Background: an optimization exercise with open tools, aiming at small area and a short achievable clock period. Do not read the settings as production practice.
Function was checked by simulation only, so behaviour that the tests miss may differ from the original.
Power is estimated from default activity; no workload was simulated.

==> flow/run.sh <==
#!/bin/bash
# synth_recipe.tcl (not shown) runs the flow's synth.tcl, then flattens the netlist and writes it again
# the make line also repeats each setting of config.mk as NAME=value (left out here)
make -C /OpenROAD-flow-scripts/flow DESIGN_CONFIG=/design/flow/config.mk WORK_HOME=/design/flow/orfs CLKGATE_MAP_FILE= SYNTH_SCRIPT=/design/flow/synth_recipe.tcl finish
==> flow/config.mk <==
export PLATFORM = sky130hd
export DESIGN_NAME = ldpc_row_top
export DESIGN_NICKNAME = ldpc_row_top
export VERILOG_FILES = /design/flow/design.v
export SDC_FILE = /design/flow/constraint.sdc
export NUM_CORES = 4
export LEC_CHECK = 0
export CAP_MARGIN = 20
export CORE_MARGIN = 2
export CORE_UTILIZATION = 40
export SETUP_SLACK_MARGIN = 3.0
export SLEW_MARGIN = 20
==> flow/constraint.sdc <==
create_clock -name core_clock -period 6.0 [get_ports {clk}]
set_input_delay 1.2000 -clock core_clock [delete_from_list [all_inputs] [get_ports {clk}]]
set_output_delay 1.2000 -clock core_clock [all_outputs]
set_load 0.01 [all_outputs]
==> flow/design.v <==
package llr_pkg;
    localparam int MSG_W    = 6;
    localparam int MAG_W    = MSG_W - 1;
    localparam int IDX_W    = 3;
    localparam int MAX_COLS = 8;
    localparam int REC_W    = 2 * MAG_W + IDX_W + MAX_COLS;
endpackage
package row_ctrl_pkg;
    localparam int LAYER_W = 2;
    localparam int ADDR_W  = 5;
endpackage
module check_msg_mem (
    input  logic        clk,
    input  logic        rst_n,
    input  logic        rd_layer,
    input  logic [4:0]  rd_addr,
    output logic [4:0]  rd_min1,
    output logic [4:0]  rd_min2,
    output logic [7:0]  rd_hit,
    output logic [7:0]  rd_sgn,
    input  logic        wr_en,
    input  logic        wr_layer,
    input  logic [4:0]  wr_addr,
    input  logic [20:0] wr_data
);
    logic [20:0] mem  [0:39];
    logic [39:0] wrt;
    logic [39:0] rsel;
    logic [39:0] wsel;
    logic [20:0] rd;
    logic        rd_wrt;
    for (genvar r = 0; r < 40; r++)
    begin : g_sel
        assign rsel[r] = (rd_layer == (r / 20)) && (rd_addr == (r % 20));
        assign wsel[r] = wr_en && (wr_layer == (r / 20)) && (wr_addr == (r % 20));
    end
    always_ff @(posedge clk)
    begin
        for (int r = 0; r < 40; r++)
        begin
            mem[r] <= (mem[r] & {21{~wsel[r]}}) | (wr_data & {21{wsel[r]}});
            wrt[r] <= rst_n & (wrt[r] | wsel[r]);
        end
    end
    always_comb
    begin
        rd     = '0;
        rd_wrt = 1'b0;
        for (int r = 0; r < 40; r++)
        begin
            rd     = rd | (mem[r] & {21{rsel[r]}});
            rd_wrt = rd_wrt | (wrt[r] & rsel[r]);
        end
    end
    assign rd_min1 = rd[20:16] & {5{rd_wrt}};
    assign rd_min2 = rd[15:11] & {5{rd_wrt}};
    assign rd_sgn  = rd[7:0];
    for (genvar i = 0; i < 8; i++)
    begin : g_hit
        assign rd_hit[i] = (rd[10:8] == i);
    end
endmodule
module check_msg_recover (
    input  logic [4:0]  min1,
    input  logic [4:0]  min2,
    input  logic        hit,        
    input  logic        sg,         
    input  logic [5:0]  l,
    output logic [6:0]  t
);
    logic [4:0] m;
    logic [6:0] b;
    logic [7:0] s;
    assign m = hit ? min2 : min1;
    assign b = sg ? {2'b00, m} : ~{2'b00, m};
    assign s = {l[5], l, 1'b1} + {b, ~sg};
    assign t = s[7:1];
endmodule
module q_sign_mag (
    input  logic [6:0]  t,
    output logic        neg,
    output logic [4:0]  mag
);
    logic [5:0] tn;
    logic [5:0] a;
    assign neg = t[6];
    assign tn  = ~t[5:0] + 6'd1;
    assign a   = t[6] ? tn : t[5:0];
    assign mag = a[5] ? 5'd31 : a[4:0];
endmodule
module min_sum_kernel (
    input  logic [7:0]  neg,
    input  logic [39:0] mag,
    output logic [4:0]  min1,
    output logic [4:0]  min2,
    output logic [2:0]  idx,
    output logic        par
);
    logic [4:0] v [0:7];
    logic [7:0] beats [0:7];    
    logic [7:0] first;
    logic [7:0] second;
    for (genvar k = 0; k < 8; k++)
    begin : g_v
        assign v[k] = mag[5*k +: 5];
    end
    for (genvar k = 0; k < 8; k++)
    begin : g_k
        assign beats[k][k] = 1'b0;
        for (genvar j = 0; j < k; j++)
        begin : g_j
            logic lt;
            assign lt          = v[k] < v[j];
            assign beats[k][j] = ~lt;
            assign beats[j][k] = lt;
        end
    end
    for (genvar k = 0; k < 8; k++)
    begin : g_rank
        logic [3:0] cnt;
        always_comb
        begin
            cnt = '0;
            for (int j = 0; j < 8; j++)
                cnt = cnt + {3'd0, beats[k][j]};
        end
        assign first[k]  = (cnt == 4'd0);
        assign second[k] = (cnt == 4'd1);
    end
    always_comb
    begin
        min1 = '0;
        min2 = '0;
        idx  = '0;
        for (int k = 0; k < 8; k++)
        begin
            min1 = min1 | (v[k] & {5{first[k]}});
            min2 = min2 | (v[k] & {5{second[k]}});
            idx  = idx  | (3'(k) & {3{first[k]}});
        end
    end
    assign par = ^neg;
endmodule
module llr_update (
    input  logic        neg,
    input  logic [4:0]  mag,
    input  logic [4:0]  min1,
    input  logic [4:0]  min2,
    input  logic        hit,        
    input  logic        par,
    output logic        s,
    output logic [4:0]  a
);
    logic [4:0] x;
    logic [4:0] b;
    logic [6:0] ys;
    assign x  = hit ? min2 : mag;
    assign b  = par ? ~min1 : min1;
    assign ys = {1'b0, x, 1'b1} + {1'b0, b, par};
    assign a  = (!par && ys[6]) ? 5'd31 : ys[5:1];
    assign s  = neg ^ (par & hit);
endmodule
module llr_twos (
    input  logic        s,
    input  logic [4:0]  a,
    output logic [5:0]  o
);
    assign o = s ? -{1'b0, a} : {1'b0, a};
endmodule
module siso_row_unit (
    input  logic        clk,
    input  logic        rst_n,
    input  logic        req_valid,
    input  logic        req_layer,
    input  logic [4:0]  req_addr,
    input  logic [47:0] llr_in,
    output logic        rsp_valid,
    output logic        rsp_layer,
    output logic [4:0]  rsp_addr,
    output logic [47:0] llr_out
);
    logic        v    [1:8];
    logic        lay  [1:8];
    logic [4:0]  addr [1:8];
    logic [47:0] l1, l2;
    logic [4:0]  rm1, rm2, rm1_2, rm2_2;
    logic [7:0]  rhit, rsgn, rhit_2, rsgn_2;
    logic [55:0] t, t3;
    logic [7:0]  neg, neg4, neg5;
    logic [39:0] mag, mag4, mag5;
    logic [4:0]  min1, min2, min1_5, min2_5;
    logic [2:0]  idx, idx5;
    logic        par, par5;
    logic [7:0]  s, s6;
    logic [39:0] a, a6;
    logic [47:0] o, o7;
    always_ff @(posedge clk)
    begin
        v[1]    <= rst_n & req_valid;
        lay[1]  <= req_layer;
        addr[1] <= req_addr;
        for (int k = 2; k <= 8; k++)
        begin
            v[k]    <= rst_n & v[k-1];
            lay[k]  <= lay[k-1];
            addr[k] <= addr[k-1];
        end
    end
    check_msg_mem u_mem (
        .clk      (clk),
        .rst_n    (rst_n),
        .rd_layer (lay[1]),
        .rd_addr  (addr[1]),
        .rd_min1  (rm1),
        .rd_min2  (rm2),
        .rd_hit   (rhit),
        .rd_sgn   (rsgn),
        .wr_en    (v[5]),
        .wr_layer (lay[5]),
        .wr_addr  (addr[5]),
        .wr_data  ({min1_5, min2_5, idx5, neg5 ^ {8{par5}}})
    );
    always_ff @(posedge clk)
    begin
        l1     <= llr_in;
        l2     <= l1;
        rm1_2  <= rm1;
        rm2_2  <= rm2;
        rhit_2 <= rhit;
        rsgn_2 <= rsgn;
    end
    for (genvar i = 0; i < 8; i++)
    begin : g_rec
        check_msg_recover u_rec (
            .min1 (rm1_2),
            .min2 (rm2_2),
            .hit  (rhit_2[i]),
            .sg   (rsgn_2[i]),
            .l    (l2[6*i +: 6]),
            .t    (t[7*i +: 7])
        );
    end
    always_ff @(posedge clk)
        t3 <= t;
    for (genvar i = 0; i < 8; i++)
    begin : g_q
        q_sign_mag u_q (
            .t   (t3[7*i +: 7]),
            .neg (neg[i]),
            .mag (mag[5*i +: 5])
        );
    end
    always_ff @(posedge clk)
    begin
        neg4 <= neg;
        mag4 <= mag;
    end
    min_sum_kernel u_kernel (
        .neg  (neg4),
        .mag  (mag4),
        .min1 (min1),
        .min2 (min2),
        .idx  (idx),
        .par  (par)
    );
    always_ff @(posedge clk)
    begin
        neg5   <= neg4;
        mag5   <= mag4;
        min1_5 <= min1;
        min2_5 <= min2;
        idx5   <= idx;
        par5   <= par;
    end
    for (genvar i = 0; i < 8; i++)
    begin : g_upd
        llr_update u_upd (
            .neg  (neg5[i]),
            .mag  (mag5[5*i +: 5]),
            .min1 (min1_5),
            .min2 (min2_5),
            .hit  (idx5 == i),
            .par  (par5),
            .s    (s[i]),
            .a    (a[5*i +: 5])
        );
    end
    always_ff @(posedge clk)
    begin
        s6 <= s;
        a6 <= a;
    end
    for (genvar i = 0; i < 8; i++)
    begin : g_out
        llr_twos u_twos (
            .s (s6[i]),
            .a (a6[5*i +: 5]),
            .o (o[6*i +: 6])
        );
    end
    always_ff @(posedge clk)
        o7 <= o;
    always_ff @(posedge clk)
    begin
        if (rst_n && v[7])
            llr_out <= o7;
        else
            llr_out <= '0;
    end
    assign rsp_valid = v[8];
    assign rsp_layer = lay[8];
    assign rsp_addr  = addr[8];
endmodule
module ldpc_row_top (
    input  logic        clk,
    input  logic        rst_n,
    input  logic        req_valid,
    input  logic [1:0]  req_layer,
    input  logic [4:0]  req_addr,
    input  logic [47:0] llr_in,
    output logic        rsp_valid,
    output logic [1:0]  rsp_layer,
    output logic [4:0]  rsp_addr,
    output logic [47:0] llr_out
);
    logic rsp_layer0;
    siso_row_unit u_row (
        .clk       (clk),
        .rst_n     (rst_n),
        .req_valid (req_valid),
        .req_layer (req_layer[0]),
        .req_addr  (req_addr),
        .llr_in    (llr_in),
        .rsp_valid (rsp_valid),
        .rsp_layer (rsp_layer0),
        .rsp_addr  (rsp_addr),
        .llr_out   (llr_out)
    );
    assign rsp_layer = {1'b0, rsp_layer0};
endmodule
==> flow_summary.toml, run 1 <==
[status]
status = "finished clean"

[floorplanning]
io_pins = 114
die_y_um = 370
rows = 134
dieArea_sq_um = 137000
die_w_um = 370
fp.coreArea_sq_um = 133000
start_util_pct = 40.2

[routing]
drcViolationCount = 0
vias = 35322
drtIter0Drc = 4786
vias_per_cell = 5.78
wl_per_cell_um = 28.2
ant_nets = 0
wl_um = 173000
first_pass_iters = 7

[place]
placedCellCount = 5740
place_congestion = 0.897
dp_hpwl_um = 99400
place_ws_ps = 1490
placed_cell_area_sq_um = 57800
portBuffers = 111

[synth]
ys.flop_type = "edfxtp_1"
synth_area_sq_um = 53500
synth_nets = 4194
synth_cell_types = 78
synthArstFlopShare_pct = 0
synth_edf_count = 840
avgSynthCellArea_sq_um = 13.8
synth-seq-area-share_pct = 66.9
yosys_warnings = 12
syn_inst = 3888
ys_seq_elements = 1368

[final_layout]
fill_cells = 11529
final_cell_mix = "edfxtp_1 (840), dfxtp_1 (483), a22oi_1 (404)"
final_cells = 6115
seq_area_sq_um = 35900
design_area_sq_um = 64300
multi_input_area_sq_um = 17900
final_common_cell = "edfxtp_1"
area_growth_pct = 20.0
drive_above_1_share_pct = 17.9
utilization_pct = 48.3
finalNetCount = 4536

[cts]
tritoncts = "done"
path_clk_slew_ps = 60
clock_sinks = 1368
cts_made_buffers = 142
ctsLongestPathBuffers = 3
root_buffer = "clkbuf_16"
htree_num_levels = 4
clkLatencyLatePin_ps = 780

[sta]
worst_slew_pin_slew_ps = 963
hold_ws_ps = 321
finalCriticalPeriod_ps = 4120
finalCritPeriodShare_pct = 68.7
worst_slack_ps = 1880
setup_viol = 0
finClkSkew_ps = 31.7
max_clock_freq_ghz = 0.243
hold_viol_final = 0
max_slew_margin_pct = 35.8
tns_ps = 0
rsz0062_at_grt = "yes"
drv_slew = 0

[critical_path]
critPathCapture = "u_row.min1_5[1]"
reg2reg_setup_slack_ps = 1880
timing.rr.start = "u_row.mag4[11]"
arrival_ps = 4810
required_ps = 6690
crit-reg2reg-capture = "u_row.min1_5[1]"
cp-start-kind = "flip-flop"
cp-startpoint = "u_row.mag4[11]"
end_kind = "flip-flop"
path_max_fanout = 6
critPathKind = "reg -> reg"
rr_worst_depth = 18

[grt]
first_global_vias = 33212
grt_max_degree = 97
grt_pass1_wl_um = 242000
gr-total-overflow = 0
antenna_found_initial = 3
grt_usage_pct = 24.8

[power_and_ir_drop]
power_density_nw_per_um2 = 610
fin_total_pwr_mw = 39.2
leakage_nw = 23.4
ir_worst_vdd_mv = 0.919

[job]
cap_violations = 0

[min_path]
min_path_type = "reg -> reg"
## report_power, final
group          internal [mW]  switching (mW)  total (mW)
clock                   4.94            3.74        8.68
sequential              12.1           0.999        13.1
combinational           7.96            9.47        17.4
total                   25.0            14.2        39.2
## worst min-delay path by stage
stage | start | to | slack (ps) | depth (start not counted)
6_report | u_row.lay[2] | u_row.lay[3] | 320 | 0
5_1_grt | u_row.addr[2][0] | u_row.addr[3][0] | 320 | 0
4_1_cts | u_row.lay[2] | u_row.lay[3] | 320 | 0
3_5_place_dp | u_row.addr[6][0] | u_row.addr[7][0] | 310 | 0
3_3_place_gp | u_row.addr[3][1] | u_row.addr[4][1] | 310 | 0
2_1_floorplan | u_row.addr[2][0] | u_row.addr[3][0] | 310 | 0
## layer usage
metal | GRT usage, % | share of wire [%]
met1 | 35.3 | 41
met2 | 36.6 | 43
met3 | 5.41 | 12
met4 | 10.2 | 4.4
met5 | 0 | 0.024
## cells in the mapped netlist, drive strengths merged, types with 7 or more instances
cell type,number,area share (%)
fa,32,1.2
a21boi,16,0.22
xor2,63,1.0
inv,133,0.93
nand2,201,1.4
mux2,51,1.1
o21bai,12,0.17
ha,216,5.0
a22oi,412,5.8
o31ai,13,0.18
clkbuf,68,0.48
nor2b,59,0.69
nor2,134,0.97
buf,75,0.75
o21a,40,0.56
nor3b,18,0.28
dfxtp,528,20
nor4,23,0.31
nand3,59,0.55
nand2b,97,1.1
o211ai,11,0.15
a21o,44,0.62
nand4,58,0.68
nand3b,8,0.11
xnor2,117,1.9
mux2i,32,0.60
or3,14,0.16
nand4bb,7,0.15
clkinv,8,0.056
and3,128,1.5
nor3,59,0.59
o21ai,76,0.71
a2111oi,29,0.51
o22ai,11,0.13
and2,16,0.19
edfxtp,840,47
or4,8,0.11
a21oi,102,0.95
and4,13,0.21
## critical path: stages (launching register included)
cell and delay, ps:
dfxtp_4 370, buf_6 150, ha_1 280, a21oi_2 120
nor2b_1 50, o21ai_1 110, nand2b_1 80, a21o_1 190
fa_1 480, inv_1 50, fa_1 490, inv_1 50
fa_2 330, inv_2 70, fa_2 450, nor3b_4 360
a22o_1 270, a221oi_2 60, nand3_1 100
## layout make-up
class                   instances  area share [%]
flip-flops and latches       1368            55.9
multi-input cells            2236            27.8
clock buffers                 179            6.12
repair buffers                341            4.84
well taps                    1768            3.44
clock inverters                80            1.05
inverters                     141           0.872
diodes                          2         0.00779
## logic make-up after synthesis
| logic type | Yosys count | synth area share, % |
|---|---|---|
| AO/OA/AOI/OAI | 804 | 10.6 |
| adder cells (fa/ha/maj) | 248 | 6.24 |
| other | 1 | 0.00700 |
| AND/OR/NAND/NOR | 920 | 9.44 |
| flip-flops | 1368 | 66.9 |
| buffers and inverters | 284 | 2.22 |
| XOR/XNOR | 180 | 2.94 |
| multiplexers | 83 | 1.67 |
## repair_timing
action	in CTS	in global routing
buffers inserted	83	29
cloned	0	2
endpoints found under the setup margin	77	77
resized for setup	177	55
pin swaps	61	32
hold buffers	0	0
==> run 2: changes to the inputs <==
--- a/flow/config.mk
+++ b/flow/config.mk
@@ -9,4 +9,4 @@
 export CORE_MARGIN = 2
 export CORE_UTILIZATION = 40
-export SETUP_SLACK_MARGIN = 3.0
+export SETUP_SLACK_MARGIN = 3.5
 export SLEW_MARGIN = 20
==> run 2 against run 1 <==
Net effect:
- still clean on timing, DRC and antenna
- first-iteration DRC count rose by 7.8%
- via count increased by 5.6%
- critical path depth stayed put
- critical path type unchanged
- highest routed layer unchanged
==> flow_summary.toml, run 2 <==
[status]
status = "finished clean"

[floorplanning]
start_util_pct = 40.2
dieArea_sq_um = 137000
die_w_um = 370
fp.coreArea_sq_um = 133000
rows = 134
io_pins = 114
die_y_um = 370

[critical_path]
end_kind = "flip-flop"
path_max_fanout = 4
critPathCapture = "u_row.idx5[0]"
cp-start-kind = "flip-flop"
reg2reg_setup_slack_ps = 1800
slowest_stage = "fa_2"
required_ps = 6620
arrival_ps = 4820
rr_worst_depth = 18
cpPeakStageDelay_ps = 620
timing.rr.start = "u_row.mag4[11]"
crit-reg2reg-capture = "u_row.idx5[0]"
critPathKind = "reg -> reg"
crit_chain = "buf_6, buf_12, ha_4, a21oi_2, nor2b_1, o21ai_1, nand2b_1, a21o_1, fa_1, inv_2, fa_1, inv_2, fa_2, inv_2, fa_2, nor3b_4, buf_6, or4_4"
critPathMostFrequentCell = "inv_2"
cp-startpoint = "u_row.mag4[11]"

[synth]
syn_inst = 3888
synthArstFlopShare_pct = 0
yosysMostFrequentCell = "edfxtp_1"
synth_cell_types = 78
synth_edf_count = 840
synth_area_sq_um = 53500
synthTopCellsByArea = "edfxtp_1 (47%), dfxtp_1 (20%), a22oi_1 (5.8%)"
synth_nets = 4194
synth.top_cell.area_share_pct = 47.1
synth-seq-area-share_pct = 66.9
avgSynthCellArea_sq_um = 13.8
yosys_warnings = 12
ys_top_cells_by_count = "edfxtp_1 (840), dfxtp_1 (528), a22oi_1 (412), ha_1 (216), nand2_1 (201)"
synth_largest_area_cell = "edfxtp_1"
ys.flop_type = "edfxtp_1"
ys_seq_elements = 1368

[sta]
drv_slew = 0
setup_viol = 0
max_clock_freq_ghz = 0.238
rsz0062_at_grt = "yes"
hold_viol_final = 0
hold_ws_ps = 322
worst_slack_ps = 1800
finalCritPeriodShare_pct = 70.0
max_slew_margin_pct = 38.5
worst_slew_pin_slew_ps = 921
finClkSkew_ps = 34.8
finalCriticalPeriod_ps = 4200
tns_ps = 0

[place]
place_congestion = 0.880
place_ws_ps = 1510
placedCellCount = 5731
portBuffers = 111
dp_hpwl_um = 100000

[cts]
clock_sinks = 1368
cts_hold_buf = 0
clkLatencyLatePin_ps = 770
path_clk_slew_ps = 60
cts_made_buffers = 142
tritoncts = "done"
ctsLongestPathBuffers = 3
htree_num_levels = 4
root_buffer = "clkbuf_16"

[final_layout]
finalNetCount = 4742
multi_input_area_sq_um = 19100
utilization_pct = 50.9
drive_above_1_share_pct = 25.6
fill_cells = 11089
final_cell_mix = "edfxtp_1 (840), dfxtp_1 (466), a22oi_1 (392)"
final_common_cell = "edfxtp_1"
seq_area_sq_um = 36000
final_cells = 6317
area_growth_pct = 26.6

[routing]
first_pass_iters = 6
wl_per_cell_um = 29.3
wl_um = 185000
vias_per_cell = 5.91
drtIter0Drc = 5158
vias = 37302
ant_nets = 0
drcViolationCount = 0

[min_path]
min_path_type = "reg -> reg"

[grt]
first_global_vias = 34320
grt_pass1_wl_um = 251000
grt_usage_pct = 25.7
grt_max_degree = 97
antenna_found_initial = 3
gr-total-overflow = 0

[power_and_ir_drop]
power_density_nw_per_um2 = 591
leakage_nw = 25.2
ir_worst_vdd_mv = 1.11

[job]
cap_violations = 0
-- run 2: cell counts after synthesis --
No cell type changed its count.
-- run 2: metal layers --
metal	vias to the layer above	global-route usage [%]	part of all wire [%]
li1	15766	-	-
met1	18413	36.1	40
met2	2554	38.3	43
met3	565	6.23	12
met4	4	10.4	5.1
met5	-	0	0.012
-- run 2: worst min-delay path by stage --
stage               cells past startpoint             start               end
floorplan                               0  u_row.addr[2][0]  u_row.addr[3][0]
global placement                        0  u_row.addr[3][1]  u_row.addr[4][1]
detailed placement                      0  u_row.addr[2][0]  u_row.addr[3][0]
CTS                                     0  u_row.addr[2][0]  u_row.addr[3][0]
global route                            0  u_row.addr[2][0]  u_row.addr[3][0]
finish                                  0  u_row.addr[4][3]  u_row.addr[5][3]
-- run 2: timing repair --
item	CTS	global route
gates resized for setup	545	258
pin swaps	105	184
cloned	7	4
buffers inserted	205	113
setup endpoints to repair	573	150
hold endpoints to repair	0	0
-- run 2: through the flow --
stage	cell area, sq um	total power, mW
finish	67800	40.1
CTS	65500	37.9
global route	67800	42.2
detailed placement	57900	27.6
global placement	57900	27.3
floorplan	54000	23.9
-- run 2: kinds of logic after synthesis --
logic type | synth area share, %
AOI/OAI and AO/OA | 10.6
xor gates and xnor gates | 2.94
buffers and inverters | 2.22
adders and majority gates | 6.24
other | 0.00700
muxes | 1.67
DFF | 66.9
and+or+nand+nor | 9.44
-- run 2: area by class of cell --
type                            instances  share of cell area [%]
Timing Repair Buffer                  544                    8.06
Inverter                              141                   0.829
Antenna cell                            4                  0.0148
Sequential cell                      1368                    53.0
Tap cell                             1768                    3.26
Clock inverter                         58                   0.738
Clock buffer                          195                    5.87
Multi-Input combinational cell       2239                    28.2
-- run 2: critical path: cells and delay by family (launching register included) --
family	cells	cell delay [ps]
buf+inv	6	530
compound gates	3	500
fa+ha+maj	5	1990
flops	1	370
simple gates	4	680
-- run 2: where the power goes --
part	internal, mW	total [mW]	switching [mW]
sequential	12.1	13.1	0.997
combinational	8.49	18.4	9.93
clock	4.85	8.54	3.70
==> run 3: changes to the inputs <==
--- a/flow/design.v
+++ b/flow/design.v
@@ -89,56 +89,54 @@
     assign mag = a[5] ? 5'd31 : a[4:0];
 endmodule
-module min_sum_kernel (
-    input  logic [7:0]  neg,
+module min_sum_merge #(
+    parameter int IW = 1
+) (
+    input  logic [4:0]    a1,
+    input  logic [4:0]    a2,
+    input  logic [IW-1:0] ai,
+    input  logic [4:0]    b1,
+    input  logic [4:0]    b2,
+    input  logic [IW-1:0] bi,
+    output logic [4:0]    m1,
+    output logic [4:0]    m2,
+    output logic [IW:0]   mi
+);
+    logic c;
+    assign c  = b1 < a1;
+    assign m1 = c ? b1 : a1;
+    assign mi = c ? {1'b1, bi} : {1'b0, ai};
+    assign m2 = c ? ((a1 < b2) ? a1 : b2) : ((b1 < a2) ? b1 : a2);
+endmodule
+module min_sum_pairs (
     input  logic [39:0] mag,
-    output logic [4:0]  min1,
-    output logic [4:0]  min2,
-    output logic [2:0]  idx,
-    output logic        par
-);
-    logic [4:0] v [0:7];
-    logic [7:0] beats [0:7];    
-    logic [7:0] first;
-    logic [7:0] second;
-    for (genvar k = 0; k < 8; k++)
-    begin : g_v
-        assign v[k] = mag[5*k +: 5];
-    end
-    for (genvar k = 0; k < 8; k++)
-    begin : g_k
-        assign beats[k][k] = 1'b0;
-        for (genvar j = 0; j < k; j++)
-        begin : g_j
-            logic lt;
-            assign lt          = v[k] < v[j];
-            assign beats[k][j] = ~lt;
-            assign beats[j][k] = lt;
-        end
-    end
-    for (genvar k = 0; k < 8; k++)
-    begin : g_rank
-        logic [3:0] cnt;
-        always_comb
-        begin
-            cnt = '0;
-            for (int j = 0; j < 8; j++)
-                cnt = cnt + {3'd0, beats[k][j]};
-        end
-        assign first[k]  = (cnt == 4'd0);
-        assign second[k] = (cnt == 4'd1);
+    output logic [3:0]  lt
+);
+    for (genvar j = 0; j < 4; j++)
+    begin : g_lt
+        assign lt[j] = mag[5*(2*j+1) +: 5] < mag[5*(2*j) +: 5];
     end
-    always_comb
-    begin
-        min1 = '0;
-        min2 = '0;
-        idx  = '0;
-        for (int k = 0; k < 8; k++)
-        begin
-            min1 = min1 | (v[k] & {5{first[k]}});
-            min2 = min2 | (v[k] & {5{second[k]}});
-            idx  = idx  | (3'(k) & {3{first[k]}});
-        end
+endmodule
+module min_sum_quads (
+    input  logic [39:0] mag,
+    input  logic [3:0]  lt,
+    output logic [9:0]  h1,         
+    output logic [9:0]  h2,
+    output logic [3:0]  hi
+);
+    logic [4:0] p1 [0:3];
+    logic [4:0] p2 [0:3];
+    for (genvar j = 0; j < 4; j++)
+    begin : g_pair
+        assign p1[j] = lt[j] ? mag[5*(2*j+1) +: 5] : mag[5*(2*j) +: 5];
+        assign p2[j] = lt[j] ? mag[5*(2*j) +: 5]   : mag[5*(2*j+1) +: 5];
+    end
+    for (genvar k = 0; k < 2; k++)
+    begin : g_quad
+        min_sum_merge #(.IW(1)) u_m (
+            .a1 (p1[2*k]),   .a2 (p2[2*k]),   .ai (lt[2*k]),
+            .b1 (p1[2*k+1]), .b2 (p2[2*k+1]), .bi (lt[2*k+1]),
+            .m1 (h1[5*k +: 5]), .m2 (h2[5*k +: 5]), .mi (hi[2*k +: 2])
+        );
     end
-    assign par = ^neg;
 endmodule
 module llr_update (
@@ -187,12 +185,15 @@
     logic [7:0]  rhit, rsgn, rhit_2, rsgn_2;
     logic [55:0] t, t3;
-    logic [7:0]  neg, neg4, neg5;
-    logic [39:0] mag, mag4, mag5;
-    logic [4:0]  min1, min2, min1_5, min2_5;
-    logic [2:0]  idx, idx5;
-    logic        par, par5;
-    logic [7:0]  s, s6;
-    logic [39:0] a, a6;
-    logic [47:0] o, o7;
+    logic [7:0]  neg, neg4, neg5, neg6;
+    logic [39:0] mag, mag4, mag5, mag6;
+    logic [3:0]  lt, lt4;
+    logic [9:0]  h1, h2, h1_5, h2_5;
+    logic [3:0]  hi, hi_5;
+    logic [4:0]  min1, min2, min1_6, min2_6;
+    logic [2:0]  idx, idx6;
+    logic        par6;
+    logic [7:0]  s, s7;
+    logic [39:0] a, a7;
+    logic [47:0] o;
     always_ff @(posedge clk)
     begin
@@ -216,8 +217,8 @@
         .rd_hit   (rhit),
         .rd_sgn   (rsgn),
-        .wr_en    (v[5]),
-        .wr_layer (lay[5]),
-        .wr_addr  (addr[5]),
-        .wr_data  ({min1_5, min2_5, idx5, neg5 ^ {8{par5}}})
+        .wr_en    (v[6]),
+        .wr_layer (lay[6]),
+        .wr_addr  (addr[6]),
+        .wr_data  ({min1_6, min2_6, idx6, neg6 ^ {8{par6}}})
     );
     always_ff @(posedge clk)
@@ -251,35 +252,52 @@
         );
     end
+    min_sum_pairs u_pairs (
+        .mag (mag),
+        .lt  (lt)
+    );
     always_ff @(posedge clk)
     begin
         neg4 <= neg;
         mag4 <= mag;
+        lt4  <= lt;
     end
-    min_sum_kernel u_kernel (
-        .neg  (neg4),
-        .mag  (mag4),
-        .min1 (min1),
-        .min2 (min2),
-        .idx  (idx),
-        .par  (par)
+    min_sum_quads u_quads (
+        .mag (mag4),
+        .lt  (lt4),
+        .h1  (h1),
+        .h2  (h2),
+        .hi  (hi)
     );
     always_ff @(posedge clk)
     begin
-        neg5   <= neg4;
-        mag5   <= mag4;
-        min1_5 <= min1;
-        min2_5 <= min2;
-        idx5   <= idx;
-        par5   <= par;
+        neg5 <= neg4;
+        mag5 <= mag4;
+        h1_5 <= h1;
+        h2_5 <= h2;
+        hi_5 <= hi;
+    end
+    min_sum_merge #(.IW(2)) u_row (
+        .a1 (h1_5[4:0]), .a2 (h2_5[4:0]), .ai (hi_5[1:0]),
+        .b1 (h1_5[9:5]), .b2 (h2_5[9:5]), .bi (hi_5[3:2]),
+        .m1 (min1),    .m2 (min2),    .mi (idx)
+    );
+    always_ff @(posedge clk)
+    begin
+        neg6   <= neg5;
+        mag6   <= mag5;
+        min1_6 <= min1;
+        min2_6 <= min2;
+        idx6   <= idx;
+        par6   <= ^neg5;
     end
     for (genvar i = 0; i < 8; i++)
     begin : g_upd
         llr_update u_upd (
-            .neg  (neg5[i]),
-            .mag  (mag5[5*i +: 5]),
-            .min1 (min1_5),
-            .min2 (min2_5),
-            .hit  (idx5 == i),
-            .par  (par5),
+            .neg  (neg6[i]),
+            .mag  (mag6[5*i +: 5]),
+            .min1 (min1_6),
+            .min2 (min2_6),
+            .hit  (idx6 == i),
+            .par  (par6),
             .s    (s[i]),
             .a    (a[5*i +: 5])
@@ -288,21 +306,19 @@
     always_ff @(posedge clk)
     begin
-        s6 <= s;
-        a6 <= a;
+        s7 <= s;
+        a7 <= a;
     end
     for (genvar i = 0; i < 8; i++)
     begin : g_out
         llr_twos u_twos (
-            .s (s6[i]),
-            .a (a6[5*i +: 5]),
+            .s (s7[i]),
+            .a (a7[5*i +: 5]),
             .o (o[6*i +: 6])
         );
     end
     always_ff @(posedge clk)
-        o7 <= o;
-    always_ff @(posedge clk)
     begin
         if (rst_n && v[7])
-            llr_out <= o7;
+            llr_out <= o;
         else
             llr_out <= '0;
==> run 3 against run 2 <==
Net effect:
- critical endpoint is now u_row.rhit_2[5]
- highest routed layer unchanged
- power fell by 22%
- utilization fell by 1.7 points
- clock skew rose by 0.60 ps
- critical path type unchanged
- largest power group is now sequential cells
==> flow_summary.toml, run 3 <==
[synth]
synth-seq-area-share_pct = 69.9
synth_nets = 3904
ys.flop_type = "edfxtp_1"
ys_top_cells_by_count = "edfxtp_1 (840), dfxtp_1 (556), a22oi_1 (394), nor2_1 (215), nand2_1 (163)"
synthTopCellsByArea = "edfxtp_1 (49%), dfxtp_1 (21%), a22oi_1 (5.7%)"
synthArstFlopShare_pct = 0
yosysMostFrequentCell = "edfxtp_1"
avgSynthCellArea_sq_um = 14.1
synth.top_cell.area_share_pct = 48.5
synth_largest_area_cell = "edfxtp_1"
synth_cell_types = 61
yosys_warnings = 14
synth_edf_count = 840
synth_area_sq_um = 52000
ys_seq_elements = 1396
syn_inst = 3690

[routing]
wl_per_cell_um = 26.5
vias = 32850
drcViolationCount = 0
drtIter0Drc = 4006
wl_um = 157000
first_pass_iters = 6
ant_nets = 0
vias_per_cell = 5.53

[cts]
path_clk_slew_ps = 60
cts_hold_buf = 0
htree_num_levels = 4
tritoncts = "done"
cts_made_buffers = 145
clkLatencyLatePin_ps = 800
root_buffer = "clkbuf_16"
ctsLongestPathBuffers = 3
clock_sinks = 1396

[power_and_ir_drop]
power_density_nw_per_um2 = 491
power_frac_clock_pct = 28.3
ir_worst_vdd_mv = 0.305
power_switching_mw = 9.95
power_frac_comb_pct = 30.3
leakage_nw = 22.5
p_seq_share_pct = 41.4
sw_frac_of_total_pct = 31.8
internal_power_mw = 21.3

[critical_path]
critPathKind = "reg -> reg"
required_ps = 6710
cp_top_family = "simple AND/OR/NAND/NOR gates"
crit-reg2reg-capture = "u_row.rhit_2[5]"
path_max_fanout = 22
arrival_ps = 3340
timing.rr.start = "u_row.addr[1][3]"
slowest_stage = "or4_4"
rr_worst_depth = 9
cp-start-kind = "flip-flop"
end_kind = "flip-flop"
crit_chain = "buf_6, or4b_4, nor2_2, buf_12, a221oi_2, nand4_1, or4_4, nand2b_4, nor2b_2"
cpPeakStageDelay_ps = 680
critPathBufInv = 2
reg2reg_setup_slack_ps = 3370

[min_path]
hold_end = "u_row.mag6[20]"
min_path_type = "reg -> reg"
hp-start = "u_row.mag5[20]"
hold_depth = 0

[grt]
first_global_vias = 31401
gr-total-overflow = 0
grt_usage_pct = 22.9
antenna_found_initial = 3
grt_pass1_wl_um = 218000
grt_max_degree = 49

[place]
portBuffers = 111
dp_hpwl_um = 88900
place_congestion = 0.835

[sta]
hold_viol_final = 0
max_slew_margin_pct = 34.2
setup_viol = 0
tns_ps = 0
finalCritPeriodShare_pct = 43.8
worst_slew_pin_slew_ps = 987
hold_ws_ps = 315
drv_slew = 0
finClkSkew_ps = 35.4
max_clock_freq_ghz = 0.380
finalCriticalPeriod_ps = 2630
rsz0062_at_grt = "yes"

[final_layout]
finalNetCount = 4289
final_common_cell = "edfxtp_1"
seq_area_sq_um = 36400
drive_above_1_share_pct = 21.1
multi_input_area_sq_um = 16100
area_growth_pct = 22.4
final_cell_mix = "edfxtp_1 (840), dfxtp_1 (527), a22oi_1 (384)"
fill_cells = 10919

[floorplanning]
die_w_um = 365
start_util_pct = 40.2
dieArea_sq_um = 133000
rows = 132
fp.coreArea_sq_um = 129000
io_pins = 114
die_y_um = 365

[status]
status = "finished clean"

[job]
cap_violations = 0
## run 3: logic make-up (layout without fill, tap and decap cells)
kind of cell    count (synthesis)  after routing  share of synthesized area, %
buf+inv                       274            779                          2.15
other cells                     1              4                       0.00721
simple gates                  704            704                          6.74
compound gates                785            785                          10.6
fa+ha+maj                     156            156                          3.75
mux                           171            171                          3.44
xor+xnor                      203            203                          3.42
flops                        1396           1396                          69.9
## run 3: metal layers
layer / routed length, um / vias to the layer above / GRT usage [%]
met5: 11 / - / 0
met4: 7150 / 2 / 10.1
met3: 15600 / 360 / 5.58
met2: 70000 / 1690 / 35.2
met1: 64400 / 16196 / 30.9
li1: - / 14602 / -
## run 3: worst max path at each step
stage                     slack [ps]         endpoint  cells after the start        startpoint
after CTS                       3420     u_row.a7[14]                     11     u_row.idx6[2]
final                           3370  u_row.rhit_2[5]                      9  u_row.addr[1][3]
after global routing            3330     u_row.a7[14]                     11     u_row.idx6[0]
after detailed placement        2090  u_row.rhit_2[3]                      8  u_row.addr[1][0]
after global placement          2190  u_row.rhit_2[3]                      8  u_row.addr[1][0]
after floorplan                 3220        flip-flop                      4        u_row.par6
## run 3: per-stage QoR
step / instances / area, sq um / worst slack [ps] / total power, mW / util (%)
after global placement: 5500 / 55800 / 2190 / 20.5 / 43.2
after CTS: 5867 / 62100 / 3420 / 30.1 / 48.0
after floorplan: 3690 / 52100 / 3220 / 18.4 / -
after detailed placement: 5500 / 55800 / 2090 / 20.6 / 43.2
after global routing: 5937 / 63600 / 3330 / 32.8 / 49.2
final: 5940 / 63600 / 3370 / 31.3 / 49.2
## run 3: repair_timing
action / in CTS / in global routing
pin swaps: 37 / 79
gates cloned: 3 / 6
setup buffers: 97 / 64
resized for setup: 409 / 204
hold endpoints to repair: 0 / 0
setup endpoints to repair: 231 / 196
## run 3: power by group through the flow
stage | clock [mW] | sequential, mW | combinational (mW)
floorplan | 0 | 12.9 | 5.44
global placement | 0 | 13.3 | 7.16
detailed placement | 0 | 13.4 | 7.27
CTS | 8.97 | 12.9 | 8.23
global route | 9.34 | 13.1 | 10.4
finish | 8.85 | 12.9 | 9.45
## run 3: area by class of cell
class,instances,area share (%)
clock buffer,189,6.33
inverter,129,0.773
sequential,1396,57.3
tap,1742,3.43
timing repair buffer,383,5.69
antenna,3,0.0118
multi-input combinational,2020,25.4
clock inverter,78,1.13
==> run 4: changes to the inputs <==
--- a/flow/config.mk
+++ b/flow/config.mk
@@ -9,4 +9,6 @@
 export CORE_MARGIN = 2
 export CORE_UTILIZATION = 40
+export CTS_CLUSTER_DIAMETER = 80
+export CTS_CLUSTER_SIZE = 25
 export SETUP_SLACK_MARGIN = 3.5
 export SLEW_MARGIN = 20
==> run 4 against run 3 <==
Net effect:
- clock power down 37%
- sequential cell count unchanged
- worst setup slack better by 63 ps
==> flow_summary.toml, run 4 <==
[final_layout]
final_common_cell = "edfxtp_1"
drive_above_1_share_pct = 18.1
fill_cells = 11148
final_cell_mix = "edfxtp_1 (840), dfxtp_1 (521), a22oi_1 (386)"
finalNetCount = 4222
utilization_pct = 47.5
design_area_sq_um = 61500
area_growth_pct = 18.2

[power_and_ir_drop]
fin_total_pwr_mw = 27.6
ir_worst_vdd_mv = 0.317
power_density_nw_per_um2 = 450
leakage_nw = 21.3

[floorplanning]
io_pins = 114
die_w_um = 365
start_util_pct = 40.2
fp.coreArea_sq_um = 129000
rows = 132
die_y_um = 365
dieArea_sq_um = 133000

[grt]
grt_usage_pct = 22.7
grt_pass1_wl_um = 216000
gr-total-overflow = 0
first_global_vias = 30561
antenna_found_initial = 4
grt_max_degree = 49

[cts]
clock_sinks = 1396
cts_hold_buf = 0
htree_num_levels = 3
tritoncts = "done"
path_clk_slew_ps = 90
ctsLongestPathBuffers = 3
root_buffer = "clkbuf_16"
clkLatencyLatePin_ps = 730
cts_made_buffers = 71

[sta]
finClkSkew_ps = 46.8
drv_slew = 0
hold_viol_final = 0
setup_viol = 0
rsz0062_at_grt = "yes"
tns_ps = 0
finalCritPeriodShare_pct = 42.8
worst_slack_ps = 3430
max_slew_margin_pct = 35.7
finalCriticalPeriod_ps = 2570
worst_slew_pin_slew_ps = 964
max_clock_freq_ghz = 0.389

[synth]
ys.flop_type = "edfxtp_1"
syn_inst = 3690
synth.top_cell.area_share_pct = 48.5
synth_area_sq_um = 52000
synth_largest_area_cell = "edfxtp_1"
synthArstFlopShare_pct = 0
yosys_warnings = 14
yosysMostFrequentCell = "edfxtp_1"
synth_cell_types = 61
ys_top_cells_by_count = "edfxtp_1 (840), dfxtp_1 (556), a22oi_1 (394), nor2_1 (215), nand2_1 (163)"
ys_seq_elements = 1396
avgSynthCellArea_sq_um = 14.1
synth_nets = 3904
synthTopCellsByArea = "edfxtp_1 (49%), dfxtp_1 (21%), a22oi_1 (5.7%)"
synth-seq-area-share_pct = 69.9
synth_edf_count = 840

[critical_path]
critPathBufInv = 2
crit_chain = "buf_4, or4_4, nor2_4, buf_4, a22oi_1, nand4_1, nor3_1, nand3_1"
end_kind = "flip-flop"
critPathMostFrequentCell = "buf_4"
path_max_fanout = 12
cp_top_family = "simple AND/OR/NAND/NOR gates"
cpPeakStageDelay_ps = 620
critPathKind = "reg -> reg"
arrival_ps = 3160
cp-start-kind = "flip-flop"
slowest_stage = "or4_4"
required_ps = 6590

[routing]
vias_per_cell = 5.59
wl_um = 156000
wl_per_cell_um = 26.9
drcViolationCount = 0
ant_nets = 0
vias = 32416
drtIter0Drc = 3818
first_pass_iters = 7

[place]
place_ws_ps = 2090
place_congestion = 0.835
placed_cell_area_sq_um = 55800
portBuffers = 111
dp_hpwl_um = 88900

[status]
status = "finished clean"

[min_path]
min_path_type = "reg -> reg"

[job]
cap_violations = 0
-- run 4: cell types whose count changed in the layout (fill, tap and decap cells not counted), sizes merged --
cell,before,now
bufinv,5,1
clkinv,65,16
bufbuf,3,4
buf,316,279
clkinvlp,6,1
nand2b,27,28
diode,3,7
clkdlybuf4s15,0,42
clkbuf,198,109
-- run 4: area by class of cell --
class	instances	area, sq um	area share, %
Timing Repair Buffer	389	4000	6.50
Multi-Input combinational cell	2021	16100	26.2
Clock inverter	20	288	0.468
Inverter	129	489	0.796
Antenna cell	7	17.5	0.0285
Clock buffer	100	1950	3.17
Tap cell	1742	2180	3.55
Sequential cell	1396	36400	59.3
-- run 4: power by group --
part | total (mW) | switching [mW] | internal (mW)
Clock | 5.55 | 3.14 | 2.41
Sequential | 12.9 | 0.855 | 12.1
Combinational | 9.15 | 5.16 | 3.99
-- run 4: layer usage --
| metal | up-vias | GRT usage (%) | wire [um] |
|---|---|---|---|
| li1 | 14397 | - | - |
| met1 | 15969 | 30.6 | 63400 |
| met2 | 1743 | 35.8 | 70500 |
| met3 | 305 | 5.45 | 16300 |
| met4 | 2 | 8.28 | 5830 |
| met5 | - | 0 | 11 |
-- run 4: stage by stage --
stage               instances  hold slack, ps
floorplan                3690             310
detailed placement       5500             312
global placement         5500             310
CTS                      5736             323
global route             5797             328
finish                   5804             324
-- run 4: final timing paths --
| path | startpoint | end | slack (ps) | cells after the start |
|---|---|---|---|---|
| worst min register to register | u_row.addr[7][1] | u_row.addr[8][1] | 320 | 0 |
| worst max register to register | u_row.addr[1][3] | u_row.rsgn_2[7] | 3430 | 8 |
| worst min-delay path | u_row.addr[7][1] | u_row.addr[8][1] | 320 | 0 |
| worst max-delay path | u_row.addr[1][3] | u_row.rsgn_2[7] | 3430 | 8 |
-- run 4: kinds of logic (layout without fill, tap and decap cells) --
| family | count (synthesis) | in the layout | share of synthesized area, % |
|---|---|---|---|
| buf+inv | 274 | 638 | 2.15 |
| fa+ha+maj | 156 | 156 | 3.75 |
| simple gates | 704 | 705 | 6.74 |
| mux | 171 | 171 | 3.44 |
| flops | 1396 | 1396 | 69.9 |
| xor+xnor | 203 | 203 | 3.42 |
| other cells | 1 | 8 | 0.00721 |
| compound gates | 785 | 785 | 10.6 |
-- run 4: timing repair --
item                       CTS  global route
pin swaps                   37            75
hold endpoints to repair     0             0
setup buffers              107            56
gates cloned                 9             5
gates resized for setup    337           204
setup endpoints to repair  239           185
-- run 4: worst reg2reg max path: cells and delay by family, from the launching register on --
kind / cells / cell delay, ps
AND/OR/NAND/NOR: 5 / 1420
buffers and inverters: 2 / 510
flip-flops: 1 / 390
AO/OA/AOI/OAI: 1 / 110
==> run 5: changes to the inputs <==
--- a/flow/design.v
+++ b/flow/design.v
@@ -13,13 +13,12 @@
     input  logic        clk,
     input  logic        rst_n,
-    input  logic        rd_layer,
-    input  logic [4:0]  rd_addr,
+    input  logic [9:0]  rd_grp,     
+    input  logic [3:0]  rd_sub,     
     output logic [4:0]  rd_min1,
     output logic [4:0]  rd_min2,
     output logic [7:0]  rd_hit,
     output logic [7:0]  rd_sgn,
-    input  logic        wr_en,
-    input  logic        wr_layer,
-    input  logic [4:0]  wr_addr,
+    input  logic [9:0]  wr_grp,     
+    input  logic [3:0]  wr_sub,
     input  logic [20:0] wr_data
 );
@@ -32,6 +31,6 @@
     for (genvar r = 0; r < 40; r++)
     begin : g_sel
-        assign rsel[r] = (rd_layer == (r / 20)) && (rd_addr == (r % 20));
-        assign wsel[r] = wr_en && (wr_layer == (r / 20)) && (wr_addr == (r % 20));
+        assign rsel[r] = rd_grp[r / 4] & rd_sub[r % 4];
+        assign wsel[r] = wr_grp[r / 4] & wr_sub[r % 4];
     end
     always_ff @(posedge clk)
@@ -181,4 +180,6 @@
     logic        lay  [1:8];
     logic [4:0]  addr [1:8];
+    logic [9:0]  rgrp1, wgrp6;
+    logic [3:0]  rsub1, wsub6;
     logic [47:0] l1, l2;
     logic [4:0]  rm1, rm2, rm1_2, rm2_2;
@@ -208,16 +209,28 @@
         end
     end
+    always_ff @(posedge clk)
+    begin
+        for (int g = 0; g < 10; g++)
+        begin
+            rgrp1[g] <= (req_layer == (g / 5)) && (req_addr[4:2] == (g % 5));
+            wgrp6[g] <= rst_n && v[5] && (lay[5] == (g / 5)) && (addr[5][4:2] == (g % 5));
+        end
+        for (int b = 0; b < 4; b++)
+        begin
+            rsub1[b] <= (req_addr[1:0] == b);
+            wsub6[b] <= (addr[5][1:0] == b);
+        end
+    end
     check_msg_mem u_mem (
         .clk      (clk),
         .rst_n    (rst_n),
-        .rd_layer (lay[1]),
-        .rd_addr  (addr[1]),
+        .rd_grp   (rgrp1),
+        .rd_sub   (rsub1),
         .rd_min1  (rm1),
         .rd_min2  (rm2),
         .rd_hit   (rhit),
         .rd_sgn   (rsgn),
-        .wr_en    (v[6]),
-        .wr_layer (lay[6]),
-        .wr_addr  (addr[6]),
+        .wr_grp   (wgrp6),
+        .wr_sub   (wsub6),
         .wr_data  ({min1_6, min2_6, idx6, neg6 ^ {8{par6}}})
     );
--- a/flow/config.mk
+++ b/flow/config.mk
@@ -9,6 +9,4 @@
 export CORE_MARGIN = 2
 export CORE_UTILIZATION = 40
-export CTS_CLUSTER_DIAMETER = 80
-export CTS_CLUSTER_SIZE = 25
 export SETUP_SLACK_MARGIN = 3.5
 export SLEW_MARGIN = 20
==> run 5 against run 4 <==
Net effect:
- still clean
- synthesized area grew 2.1%
- cell count grew 0.65%
- combinational power grew 4.0%
- fmax grew 2.3%
- critical path depth shrank 1
- worst setup slack gained 59 ps
- register-to-register slack gained 60 ps
- synthesized cell count grew 0.27%
- critical endpoint is now u_row.rm1_2[2]
- highest routed layer unchanged
==> flow_summary.toml, run 5 <==
[floorplanning]
fp.coreArea_sq_um = 132000
rows = 133
die_w_um = 368
dieArea_sq_um = 136000
die_y_um = 368
start_util_pct = 40.3
io_pins = 114

[power_and_ir_drop]
internal_power_mw = 21.6
p_seq_share_pct = 41.8
power_frac_clock_pct = 27.9
ir_worst_vdd_mv = 0.270
power_frac_comb_pct = 30.2
leakage_nw = 21.6
sw_frac_of_total_pct = 31.3
power_density_nw_per_um2 = 501
power_switching_mw = 9.86
fin_total_pwr_mw = 31.5

[cts]
root_buffer = "clkbuf_16"
clkLatencyLatePin_ps = 780
cts_hold_buf = 0
cts_made_buffers = 144
path_clk_slew_ps = 60
clock_sinks = 1424
ctsLongestPathBuffers = 3
htree_num_levels = 4
tritoncts = "done"

[routing]
first_pass_iters = 6
vias_per_cell = 5.61
vias = 32752
drcViolationCount = 0
wl_per_cell_um = 26.6
wl_um = 155000
drtIter0Drc = 4434
ant_nets = 0

[place]
dp_hpwl_um = 86900
place_ws_ps = 2810
place_congestion = 0.842
placedCellCount = 5490
portBuffers = 111

[critical_path]
critPathMostFrequentCell = "buf_6"
reg2reg_setup_slack_ps = 3490
crit_chain = "buf_6, clkinv_1, buf_6, a41oi_1, nor4_4, buf_4, a21oi_1"
required_ps = 6610
rr_worst_depth = 7
critPathBufInv = 4
critPathKind = "reg -> reg"
cp-start-kind = "flip-flop"
arrival_ps = 3120
end_kind = "flip-flop"
path_max_fanout = 30
slowest_stage = "a41oi_1"
cp_top_family = "buffers and inverters"
crit-reg2reg-capture = "u_row.rm1_2[2]"
timing.rr.start = "u_row.rsub1[1]"
cpPeakStageDelay_ps = 440

[synth]
yosys_warnings = 11
synth_edf_count = 840
yosys.area_share.simple_pct = 5.74
ys_seq_elements = 1424
synthArstFlopShare_pct = 0
ys.flop_type = "edfxtp_1"
avgSynthCellArea_sq_um = 14.4
synth.top_cell.area_share_pct = 47.5
syn_inst = 3700
yosysMostFrequentCell = "edfxtp_1"
synth-xor-area-share_pct = 3.38
synth_cell_types = 82
synthMuxAreaShare_pct = 3.76
synthTopCellsByArea = "edfxtp_1 (48%), dfxtp_1 (22%), ha_1 (3.7%)"
synth_fa_ha_area_share_pct = 3.68
synth_area_sq_um = 53100
synth_nets = 3914
ys_top_cells_by_count = "edfxtp_1 (840), dfxtp_1 (584), a22oi_1 (236), ha_1 (156), nor2_1 (137)"
synth-seq-area-share_pct = 69.5
synth_compound_area_share_pct = 11.6
synth_largest_area_cell = "edfxtp_1"
synth_top_family_by_area = "compound AO/OA/AOI/OAI gates"

[min_path]
hold_depth = 0
min_path_type = "reg -> reg"
hold_end = "u_row.addr[4][0]"
hp-start = "u_row.addr[3][0]"

[sta]
hold_viol_final = 0
finalCritPeriodShare_pct = 41.8
rsz0062_at_grt = "yes"
finClkSkew_ps = 27.4
max_clock_freq_ghz = 0.398
max_slew_margin_pct = 30.3
finalCriticalPeriod_ps = 2510
setup_viol = 0
drv_slew = 0
worst_slack_ps = 3490
worst_slew_pin_slew_ps = 1050
tns_ps = 0

[grt]
grt_pass1_wl_um = 220000
first_global_vias = 31016
antenna_found_initial = 4
grt_max_degree = 73
grt_usage_pct = 22.3
gr-total-overflow = 0

[job]
cap_violations = 0

[final_layout]
final_common_cell = "edfxtp_1"
final_cell_mix = "edfxtp_1 (840), dfxtp_1 (549), a22oi_1 (236)"
drive_above_1_share_pct = 16.5
final_cells = 5842
finalNetCount = 4181
area_growth_pct = 18.3

[status]
status = "finished clean"
[run 5: what timing repair did]
item                                    CTS  global route
endpoints found under the setup margin  164            80
cloned                                    1             2
setup buffers                            51            32
pin swaps                                16            34
resized for setup                       315            94
[run 5: routing by layer]
layer / global-route usage, % / vias to the layer above / routed length (um)
met5: 0 / - / 43
li1: - / 14631 / -
met4: 8.14 / 6 / 5790
met1: 31.1 / 16139 / 65500
met2: 34.9 / 1671 / 70300
met3: 3.70 / 305 / 13700
[run 5: worst max path at each step]
stage	startpoint	to	cells after the start
2_1_floorplan	u_row.idx6[2]	u_row.a7[1]	9
6_report	u_row.rsub1[1]	u_row.rm1_2[2]	7
5_1_grt	u_row.idx6[1]	u_row.a7[9]	13
3_3_place_gp	u_row.lt4[2]	u_row.h2_5[8]	8
3_5_place_dp	rst_n	u_row.llr_out[41]	5
4_1_cts	u_row.lt4[1]	u_row.h2_5[1]	10
[run 5: area by class of cell]
type	count	area (sq um)
fill	11182	68800
timing repair buffer	292	2710
clock inverter	69	617
clock buffer	195	4020
inverter	121	478
multi-input combinational	1984	15800
antenna	2	5.00
tap	1755	2200
sequential	1424	37000
[run 5: logic make-up (layout without fill, tap and decap cells)]
| kind of cell | after synthesis | after routing |
|---|---|---|
| muxes | 192 | 192 |
| DFF | 1424 | 1424 |
| AOI/OAI and AO/OA | 837 | 837 |
| xor gates and xnor gates | 205 | 205 |
| buffers and inverters | 292 | 677 |
| adders and majority gates | 156 | 156 |
| and+or+nand+nor | 593 | 593 |
| other | 1 | 3 |
[run 5: worst reg2reg max path, delay by kind of cell (launching register included)]
| family | cells | cell delay (ps) |
|---|---|---|
| AOI/OAI and AO/OA | 2 | 890 |
| and+or+nand+nor | 1 | 100 |
| buffers and inverters | 4 | 1070 |
| DFF | 1 | 320 |
[run 5: through the flow]
stage	hold WS, ps	instance area [sq um]	utilization, %
6_report	307	62800	47.7
5_1_grt	317	62800	47.7
4_1_cts	310	62000	47.1
3_5_place_dp	312	56600	43.0
3_3_place_gp	311	56600	43.0
2_1_floorplan	310	53200	-
[run 5: power groups by stage]
stage | logic, mW | clock network [mW] | registers (mW)
floorplan | 5.88 | 0 | 13.1
global placement | 7.64 | 0 | 13.5
detailed placement | 7.73 | 0 | 13.5
CTS | 8.58 | 8.90 | 13.2
global route | 10.5 | 9.29 | 13.3
finish | 9.52 | 8.79 | 13.2
==> run 6: changes to the inputs <==
--- a/flow/design.v
+++ b/flow/design.v
@@ -140,21 +140,30 @@
 endmodule
 module llr_update (
-    input  logic        neg,
-    input  logic [4:0]  mag,
+    input  logic [7:0]  neg,
+    input  logic [39:0] mag,
     input  logic [4:0]  min1,
     input  logic [4:0]  min2,
-    input  logic        hit,        
+    input  logic [2:0]  idx,
     input  logic        par,
-    output logic        s,
-    output logic [4:0]  a
+    output logic [7:0]  s,
+    output logic [39:0] a
 );
-    logic [4:0] x;
     logic [4:0] b;
-    logic [6:0] ys;
-    assign x  = hit ? min2 : mag;
-    assign b  = par ? ~min1 : min1;
-    assign ys = {1'b0, x, 1'b1} + {1'b0, b, par};
-    assign a  = (!par && ys[6]) ? 5'd31 : ys[5:1];
-    assign s  = neg ^ (par & hit);
+    logic [6:0] xs;
+    logic [4:0] x;
+    assign b = par ? ~min1 : min1;
+    assign xs = {1'b0, min2, 1'b1} + {1'b0, b, par};
+    assign x  = (!par && xs[6]) ? 5'd31 : xs[5:1];
+    for (genvar i = 0; i < 8; i++)
+    begin : g_col
+        logic [6:0] ys;
+        logic [4:0] y;
+        logic       hit;
+        assign hit = (idx == i);
+        assign ys  = {1'b0, mag[5*i +: 5], 1'b1} + {1'b0, b, par};
+        assign y   = (!par && ys[6]) ? 5'd31 : ys[5:1];
+        assign a[5*i +: 5] = hit ? x : y;
+        assign s[i]        = neg[i] ^ (par & hit);
+    end
 endmodule
 module llr_twos (
@@ -304,17 +313,14 @@
         par6   <= ^neg5;
     end
-    for (genvar i = 0; i < 8; i++)
-    begin : g_upd
-        llr_update u_upd (
-            .neg  (neg6[i]),
-            .mag  (mag6[5*i +: 5]),
-            .min1 (min1_6),
-            .min2 (min2_6),
-            .hit  (idx6 == i),
-            .par  (par6),
-            .s    (s[i]),
-            .a    (a[5*i +: 5])
-        );
-    end
+    llr_update u_upd (
+        .neg  (neg6),
+        .mag  (mag6),
+        .min1 (min1_6),
+        .min2 (min2_6),
+        .idx  (idx6),
+        .par  (par6),
+        .s    (s),
+        .a    (a)
+    );
     always_ff @(posedge clk)
     begin
--- a/flow/config.mk
+++ b/flow/config.mk
@@ -9,4 +9,6 @@
 export CORE_MARGIN = 2
 export CORE_UTILIZATION = 40
-export SETUP_SLACK_MARGIN = 3.5
+export CTS_CLUSTER_DIAMETER = 80
+export CTS_CLUSTER_SIZE = 25
+export SETUP_SLACK_MARGIN = 3.6
 export SLEW_MARGIN = 20
==> run 6 against run 5 <==
Net effect:
- utilization decreased by 1.4 points
- fmax increased by 3.4%
- global-route usage increased by 0.58 points
- hold slack improved by 2.5 ps
- cell count decreased by 1.6%
- via count increased by 0.44%
- critical endpoint is now u_row.rsgn_2[2]
- largest power group unchanged
==> flow_summary.toml, run 6 <==
[status]
status = "finished clean"

[sta]
finClkSkew_ps = 46.3
tns_ps = 0
setup_viol = 0
max_slew_margin_pct = 19.9
worst_slack_ps = 3570
finalCriticalPeriod_ps = 2430
drv_slew = 0
finalCritPeriodShare_pct = 40.4
rsz0062_at_grt = "yes"
worst_slew_pin_slew_ps = 1200
max_clock_freq_ghz = 0.412
hold_viol_final = 0
hold_ws_ps = 309

[cts]
cts_made_buffers = 71
htree_num_levels = 3
clock_sinks = 1424
tritoncts = "done"
root_buffer = "clkbuf_16"
cts_hold_buf = 0
ctsLongestPathBuffers = 3
clkLatencyLatePin_ps = 720
path_clk_slew_ps = 100

[final_layout]
final_common_cell = "edfxtp_1"
fill_cells = 11525
final_cell_mix = "edfxtp_1 (840), dfxtp_1 (530), a22oi_1 (242)"
area_growth_pct = 14.9
final_cells = 5749
finalNetCount = 4158
drive_above_1_share_pct = 13.8

[power_and_ir_drop]
power_density_nw_per_um2 = 481
ir_worst_vdd_mv = 0.305
leakage_nw = 20.7
fin_total_pwr_mw = 29.3

[synth]
ys_top_cells_by_count = "edfxtp_1 (840), dfxtp_1 (584), a22oi_1 (247), ha_1 (161), nor2_1 (159)"
synth_area_sq_um = 53000
ys_seq_elements = 1424
ys.flop_type = "edfxtp_1"
synth_edf_count = 840
yosysMostFrequentCell = "edfxtp_1"
synth_nets = 3952
synth.top_cell.area_share_pct = 47.6
syn_inst = 3733
synth-seq-area-share_pct = 69.6
synthTopCellsByArea = "edfxtp_1 (48%), dfxtp_1 (22%), ha_1 (3.8%)"
synthArstFlopShare_pct = 0
avgSynthCellArea_sq_um = 14.2
synth_largest_area_cell = "edfxtp_1"
yosys_warnings = 11
synth_cell_types = 74

[floorplanning]
rows = 133
fp.coreArea_sq_um = 131000
io_pins = 114
die_w_um = 368
die_y_um = 368
start_util_pct = 40.3
dieArea_sq_um = 135000

[place]
placedCellCount = 5517
place_congestion = 0.833
dp_hpwl_um = 85600
portBuffers = 111
place_ws_ps = 2800

[routing]
wl_um = 160000
wl_per_cell_um = 27.8
vias_per_cell = 5.72
first_pass_iters = 6
ant_nets = 0
drcViolationCount = 0
vias = 32895
drtIter0Drc = 4358

[grt]
grt_usage_pct = 22.8
grt_pass1_wl_um = 224000
first_global_vias = 31032
antenna_found_initial = 3
grt_max_degree = 51
gr-total-overflow = 0

[critical_path]
end_kind = "flip-flop"
cp-startpoint = "u_row.rsub1[2]"
arrival_ps = 2840
critPathKind = "reg -> reg"
path_max_fanout = 18
required_ps = 6410
cp-start-kind = "flip-flop"
timing.rr.start = "u_row.rsub1[2]"

[min_path]
min_path_type = "reg -> reg"
hp-start = "u_row.neg4[0]"

[job]
cap_violations = 0
-- run 6: cell types whose count changed after synthesis, sizes merged, moves of 13 or more --
cell,before,now
mux2,59,27
o21ai,78,55
nor2,137,159
a22o,44,64
a21oi,125,142
nand2,123,140
buf,107,92
mux2i,133,147
nand3,82,68
o21bai,5,19
a32oi,36,23
clkbuf,64,77
-- run 6: layout make-up --
class	instances	area [sq um]	share of cell area (%)
Antenna cell	1	2.50	0.00411
Sequential cell	1424	37000	60.8
Clock inverter	19	293	0.481
Inverter	130	509	0.836
Timing Repair Buffer	302	3130	5.13
Multi-Input combinational cell	2010	15800	25.9
Clock buffer	108	1950	3.20
Tap cell	1755	2200	3.60
-- run 6: cells by family after synthesis --
group | after synthesis | share of synthesized area (%)
AOI/OAI and AO/OA | 882 | 12.3
xor gates and xnor gates | 200 | 3.30
adders and majority gates | 161 | 3.80
buffers and inverters | 299 | 2.26
DFF | 1424 | 69.6
muxes | 174 | 3.35
other | 1 | 0.00707
and+or+nand+nor | 592 | 5.37
-- run 6: worst paths after layout --
check,endpoint,slack [ps],cells after the start
min,u_row.neg5[0],310,0
max reg2reg,u_row.rsgn_2[2],3570,6
max,u_row.rsgn_2[2],3570,6
min reg2reg,u_row.neg5[0],310,0
-- run 6: where the power goes --
part           internal [mW]  switching [mW]  leakage, nW
Clock                   2.43            3.16         1.07
Combinational           4.58            5.99         7.96
Sequential              12.2           0.893         11.7
-- run 6: repair_timing --
action                                 in CTS  in global routing
pin swaps                                  17                 43
setup endpoints to repair                 171                 98
cloned                                      8                  1
gates resized for setup                   340                126
endpoints found under the hold margin       0                  0
setup buffers                              56                 39
-- run 6: layer usage --
metal | track usage, % | vias to the layer above | share of wire, %
met4 | 8.27 | 2 | 3.7
met1 | 32.3 | 16331 | 42
met2 | 35.7 | 1735 | 45
met5 | 0 | - | 0.0081
li1 | - | 14543 | -
met3 | 3.43 | 284 | 9.4
-- run 6: metrics by stage --
stage / util, % / instance area [sq um]
global route: 46.3 / 60900
global placement: 43.0 / 56600
detailed placement: 43.0 / 56600
floorplan: - / 53200
finish: 46.3 / 60900
CTS: 45.6 / 60000
-- run 6: worst max-delay path, cell delays in order, from the launching register on --
cell      delay (ps)
dfxtp_2          340
inv_1             60
buf_4            300
buf_8            300
nor2_1           260
a222oi_1         400
nand4b_1         450
==> run 7: changes to the inputs <==
--- a/flow/config.mk
+++ b/flow/config.mk
@@ -8,5 +8,5 @@
 export CAP_MARGIN = 20
 export CORE_MARGIN = 2
-export CORE_UTILIZATION = 40
+export CORE_UTILIZATION = 60
 export CTS_CLUSTER_DIAMETER = 80
 export CTS_CLUSTER_SIZE = 25
==> run 7 against run 6 <==
Net effect:
- final area down 2.2%
- synthesized area unchanged
- worst setup slack worse by 51 ps
- first-iteration DRC count up 20%
- die area down 33%
- fmax down 2.1%
- utilization up 21 points
- critical path type unchanged
- critical endpoint is now u_row.rhit_2[7]
==> flow_summary.toml, run 7 <==
[final_layout]
finalNetCount = 4158
drive_above_1_share_pct = 13.3
final_cell_mix = "edfxtp_1 (840), dfxtp_1 (531), a22oi_1 (243)"
fill_cells = 6140
final_common_cell = "edfxtp_1"
area_growth_pct = 12.4

[min_path]
min_path_type = "reg -> reg"

[synth]
synth_edf_count = 840
synth_largest_area_cell = "edfxtp_1"
yosysMostFrequentCell = "edfxtp_1"
synth_cell_types = 74
synth_area_sq_um = 53000
ys.flop_type = "edfxtp_1"
synthTopCellsByArea = "edfxtp_1 (48%), dfxtp_1 (22%), ha_1 (3.8%)"
avgSynthCellArea_sq_um = 14.2
syn_inst = 3733
synth_nets = 3952
synthArstFlopShare_pct = 0
synth.top_cell.area_share_pct = 47.6
ys_top_cells_by_count = "edfxtp_1 (840), dfxtp_1 (584), a22oi_1 (247), ha_1 (161), nor2_1 (159)"
synth-seq-area-share_pct = 69.6
yosys_warnings = 11
ys_seq_elements = 1424

[sta]
max_clock_freq_ghz = 0.403
drv_slew = 0
setup_viol = 0
tns_ps = 0
hold_viol_final = 0
max_slew_margin_pct = 18.8
finalCriticalPeriod_ps = 2480
finClkSkew_ps = 35.6
hold_ws_ps = 325
rsz0062_at_grt = "yes"
worst_slew_pin_slew_ps = 1220
finalCritPeriodShare_pct = 41.3

[floorplanning]
die_y_um = 301
dieArea_sq_um = 90700
io_pins = 114
start_util_pct = 60.3
fp.coreArea_sq_um = 88000
rows = 109
die_w_um = 301

[routing]
vias_per_cell = 6.58
wl_per_cell_um = 30.5
drcViolationCount = 0
vias = 33901
ant_nets = 0
wl_um = 157000
drtIter0Drc = 5230
first_pass_iters = 7

[critical_path]
slowest_stage = "or4_4"
cp-start-kind = "flip-flop"
end_kind = "flip-flop"
crit_chain = "buf_12, clkinvlp_4, buf_6, o22a_1, o221ai_1, or4_4, nand2_1, nor2_1"
path_max_fanout = 65
cpPeakStageDelay_ps = 660
arrival_ps = 3000
required_ps = 6520
critPathKind = "reg -> reg"

[place]
portBuffers = 111
dp_hpwl_um = 88600
place_congestion = 0.851

[grt]
gr-total-overflow = 0
first_global_vias = 32624
grt_max_degree = 77
antenna_found_initial = 4
grt_usage_pct = 34.3
grt_pass1_wl_um = 222000

[cts]
htree_num_levels = 3
clkLatencyLatePin_ps = 660
tritoncts = "done"
ctsLongestPathBuffers = 3
cts_hold_buf = 0
clock_sinks = 1424
root_buffer = "clkbuf_16"
cts_made_buffers = 68
path_clk_slew_ps = 90

[power_and_ir_drop]
ir_worst_vdd_mv = 0.381
leakage_nw = 20.5
power_density_nw_per_um2 = 479

[job]
cap_violations = 0

[status]
status = "finished clean"
==> run 7: cell counts after synthesis <==
No cell type changed its count.
==> run 7: report_power, final <==
part           total [mW]  switching (mW)  leakage (nW)  internal [mW]
Clock                5.21            2.97         0.959           2.25
Sequential           13.2           0.939          11.7           12.2
Combinational        10.2            5.88          7.85           4.28
Total                28.6            9.79          20.5           18.8
==> run 7: timing repair <==
action,4_1_cts,5_1_grt
endpoints found under the hold margin,0,0
gates cloned,3,0
buffers inserted,66,30
pin swaps,10,46
setup endpoints to repair,180,105
gates resized for setup,300,139
==> run 7: logic make-up (layout without fill, tap and decap cells) <==
logic type	after synthesis	in the layout	share of synthesized area [%]
buffers and inverters	299	552	2.26
AOI/OAI and AO/OA	882	882	12.3
and+or+nand+nor	592	592	5.37
DFF	1424	1424	69.6
xor gates and xnor gates	200	200	3.30
adders and majority gates	161	161	3.80
other	1	5	0.00707
muxes	174	174	3.35
==> run 7: worst max-delay path, delay by kind of cell, from the launching register on <==
family          cells  cell delay (ps)
flops               1              340
buf+inv             3              640
simple gates        3              850
compound gates      2              370
==> run 7: metrics by stage <==
step	instances	worst slack (ps)	cell area [sq um]	total power, mW	utilization (%)
finish	5155	3520	59600	28.6	67.7
detailed placement	4935	2900	55900	21.8	63.6
global placement	4935	2960	55900	21.4	63.6
global route	5151	3480	59600	30.0	67.7
CTS	5121	3590	58900	27.5	66.9
floorplan	3733	3580	53200	19.3	-
==> run 7: layout make-up <==
cell class / count / area [sq um] / share of cell area (%)
Inverter: 130 / 518 / 0.870
Timing Repair Buffer: 305 / 2800 / 4.69
Clock inverter: 12 / 145 / 0.244
Clock buffer: 105 / 1860 / 3.13
Multi-Input combinational cell: 2010 / 15700 / 26.4
Tap cell: 1165 / 1460 / 2.45
Antenna cell: 4 / 10.0 / 0.0168
Sequential cell: 1424 / 37100 / 62.2
==> run 7: metal layers <==
metal	wire [um]	track usage, %	vias to the layer above
li1	-	-	14534
met1	61700	50.1	16625
met2	67000	49.7	2405
met3	22400	9.26	337
met4	5960	11.9	0
met5	0	0	-
==> run 7: worst paths after layout <==
path	cells past startpoint	slack, ps	endpoint	start
hold / removal	0	330	u_row.lay[2]	u_row.lay[1]
hold reg to reg	0	330	u_row.lay[2]	u_row.lay[1]
setup / recovery	8	3520	u_row.rhit_2[7]	u_row.rsub1[1]
setup reg to reg	8	3520	u_row.rhit_2[7]	u_row.rsub1[1]

[afterwards: timing with drivers on the ports]
No port has a modelled driver above. Below, the same layouts with a new extraction and two added sets of constraints. Step 1: set_driving_cell puts a clkbuf_16 on clk and a buf_2 on each other input, an assumption about the parent block. Step 2 times the ports against the registers' clock, not the clock port: input delays grow and output delays shrink by t, the midpoint of the rising clock arrivals with the driver on. a / b / c = no drivers / after step 1 / after step 2; a / b = the first two.
| run | t (ns) | slack for setup (ns) |
|---|---|---|
| run 1 | 0.835 | 1.881 / 1.881 / 1.881 |
| run 2 | 0.831 | 1.799 / 1.799 / 1.799 |
| run 3 | 0.863 | 3.369 / 3.369 / 2.852 |
| run 4 | 0.773 | 3.432 / 3.432 / 3.008 |
| run 5 | 0.843 | 3.491 / 3.491 / 3.008 |
| run 6 | 0.767 | 3.573 / 3.573 / 3.088 |
| run 7 | 0.710 | 3.522 / 3.522 / 3.072 |
After both steps setup and hold are still met in every run listed.
